From an optimization exercise on the open Yosys and OpenROAD flow, aimed at small area, a short achievable clock period and few clock cycles per item; shortcuts taken in it are not production practice.
RTL that was checked went through simulation tests only; none was proved equivalent to the original.
Power is estimated from default activity; no workload was simulated.

Setup of lagoon:
Design text_full_justify_top, start of the top module:
module text_full_justify_top (
	input  wire logic       clk,
	input  wire logic       arst_n,
	input  wire logic       cfg_we,
	input  wire logic [5:0] cfg_wdata,
	input  wire logic       in_valid,
	output logic            in_ready,
	input  wire logic [7:0] in_byte,
	input  wire logic       in_byte_valid,
	input  wire logic       in_word_end,
	input  wire logic       in_text_end,
	output logic            out_valid,
	input  wire logic       out_ready,
	output logic [7:0]      out_byte,
	output logic            out_line_last,
	output logic            out_word_cut
);
make LEC_CHECK=0 ABC_CLOCK_PERIOD_IN_PS=2600 CAP_MARGIN=20 CORE_MARGIN=2 CORE_UTILIZATION=70 CTS_CLUSTER_DIAMETER=70 CTS_CLUSTER_SIZE=24 SETUP_SLACK_MARGIN=4.5 SLEW_MARGIN=20 finish   # period 7.0 ns
run.sh (not shown) runs the stock make flow with config.mk's settings and CLKGATE_MAP_FILE= SYNTH_SCRIPT=/design/flow/synth_recipe.tcl, a recipe that flattens the netlist after the stock synthesis.
lagoon did not stop at any stage, and its layout met the timing, design-rule and antenna checks.
[inputs] xenon vs lagoon
- CORE_UTILIZATION changed from 70 to 60
- CTS_CLUSTER_DIAMETER changed from 70 to 100
- CTS_CLUSTER_SIZE changed from 24 to 30
==> summary.txt <==
Die outline area: lower on lagoon. Per the comparison of xenon with lagoon, total global routing track utilization shrank by 4.2 points, routed wire length shrank by about 1%, setup slack grew by 40 ps. Where worst hold-check slack is concerned, lagoon is outperformed by xenon.
What onyx does differently from xenon at the input level:
- a change of CORE_UTILIZATION from 60 to 65
- a change of CTS_CLUSTER_DIAMETER from 100 to 80
- a change of CTS_CLUSTER_SIZE from 30 to 28
==> comparison <==
- Final cell count: onyx lower than xenon
- Detailed-routed wire length on met2 was lower in onyx than in xenon.
- [onyx vs xenon] area fraction of clock buffers and clock inverters: higher in onyx
- Between xenon and onyx, the difference in power in sequential cells is negligible.
No functional check of the RTL was part of any run of this note.

========
text_full_justify_top, a different RTL version from the one above (not shown whole).
Size: about 760 flip-flops, ~34 I/O pins, ~32000 um2 of cells after synthesis.
Settings: LEC_CHECK=0, ABC_CLOCK_PERIOD_IN_PS=2600, CAP_MARGIN=20, CORE_MARGIN=2, CORE_UTILIZATION=60, SETUP_SLACK_MARGIN=4.4, SLEW_MARGIN=20; clock period 7.0 ns.
Edit:
CORE_UTILIZATION = 40   (was 60)
The new run finished clean.
Wire length barely changes.
Final cell count increases by 13%.
Power decreases by 0.38%.
Synthesized area is unchanged.
First-iteration DRC count decreases by 6.8%.
Sequential cell count stays the same.
Worst setup slack degrades by 38 ps.
Worst hold slack stays flat.
Cell area increases by 0.75%.
Combinational power decreases by about 5.6%.
Via count decreases by 1.8%.
No run of this note included a check of the RTL's function; only the layout flow was run.

========
== lane 1 ==
Another version of the RTL of text_full_justify_top (not shown whole).
Size in the first run: ~1900 cells after synthesis, about 34 I/O pins.
## text_full_justify_top
module text_full_justify_top (
	input  wire logic       clk,
	input  wire logic       arst_n,
	input  wire logic       cfg_we,
	input  wire logic [5:0] cfg_wdata,
	input  wire logic       in_valid,
	output logic            in_ready,
	input  wire logic [7:0] in_byte,
	input  wire logic       in_byte_valid,
	input  wire logic       in_word_end,
	input  wire logic       in_text_end,
	output logic            out_valid,
	input  wire logic       out_ready,
	output logic [7:0]      out_byte,
	output logic            out_line_last,
	output logic            out_word_cut
);
clock: 7.0 ns
lec_check: 0
abc_clock_period_in_ps: 2600
cap_margin: 20
core_margin: 2
core_utilization: 60
cts_cluster_diameter: 70
cts_cluster_size: 24
setup_slack_margin: 4.4
slew_margin: 20
Lane 1 was carried through to the last stage, and its layout satisfied the timing, design-rule and antenna checks.
Testbench counts of lane 1, summed over its fixed seeds: cycles 14,959, bytes 14,730.
The following lists how lane 2 was set up differently from lane 1:
Settings: CTS_CLUSTER_SIZE changed from 24 to 30; CTS_CLUSTER_DIAMETER changed from 70 to 100.
==> summary.txt <==
In the flow results for lane 2 and lane 1, the portion of total power attributed to combinational logic is smaller on lane 1. Relative to lane 1, number of diodes decreased by 3 in lane 2. Global-route wire length before repair was higher in the run labelled lane 1. Summary of lane 2 over lane 1: via count decreased 0.59%, per-cell via count in the routed design shows no meaningful change, final critical-path setup slack decreased 59 ps. Fmax: lane 2 < lane 1. Between lane 2 and lane 1, the difference in placer's final routability congestion estimate is negligible. Lane 2 ended up with a higher final critical delay including setup and external delays than lane 1 did.
### lane 2 -> lane 3
Settings: clearing CTS_CLUSTER_SIZE, which used to be 30; clearing CTS_CLUSTER_DIAMETER, which used to be 100.
Findings:
Re number of setup buffers added after CTS: lane 3 is 1 down on lane 2. Lane 3: detailed-route wire length higher than lane 2. The cell count reported for lane 3 is greater than that of lane 2 by about 2.6%. Between lane 3 and lane 2, the vias per cell figures differ only marginally. For power consumption, dividing the value from lane 3 by the value from lane 2 gives 1.13. Relative to lane 2, lane 3 degrades worst hold slack. Looking at worst-case headroom to the max-slew limit, lane 3 sits above lane 2. Taking lane 2 as the reference, in lane 3 sequential share of layout area down 2.4 points; routed length per placed instance down about 1%; initial antenna violation count up 2.

-- port drivers added, routing unchanged --
Ports are ideal in the flow. The routed layouts listed here were re-timed in OpenROAD.
Step 1, drivers: a clkbuf_16 drives clk and a buf_2 each remaining input, both assumed.
Step 2 adds t to the input delays and takes it off the output delays; t is the mean of the earliest and latest rising clock arrival at the registers after step 1. Input paths then give back, and output paths get back, about the clock's delay inside the block.
a / b / c = ideal ports / drivers / drivers and shift; a / b = the first two.
| run | t, ns | setup WS [ns] | worst setup path at the end | slew at the worst register clock pin (ns) |
|---|---|---|---|---|
| lagoon | 0.643 | 4.346 / 4.346 / 4.033 | input to register | 0.10 / 0.10 |
| xenon | 0.706 | 4.386 / 4.321 / 4.053 | input to register | 0.12 / 0.12 |
| onyx | 0.639 | 4.435 / 4.373 / 4.022 | input to register | 0.11 / 0.11 |
| the first run of note 2 | 0.663 | 4.334 / 4.297 / 3.840 | input to register | 0.07 / 0.07 |
| the second run of note 2 | 0.689 | 4.296 / 4.231 / 3.883 | input to register | 0.07 / 0.07 |
| lane 1 | 0.666 | 4.361 / 4.295 / 4.175 | input, reset recovery | 0.09 / 0.09 |
| lane 2 | 0.697 | 4.303 / 4.241 / 4.187 | input, reset recovery | 0.12 / 0.12 |
| lane 3 | 0.676 | 4.358 / 4.298 / 4.183 | input, reset recovery | 0.07 / 0.07 |
After both steps every run listed still meets setup and hold. The setup slack of the first run of note 2, which loses most, moves by -0.037 ns with the drivers and by -0.494 ns with both steps. The worst setup slack also covers recovery checks on asynchronous resets.
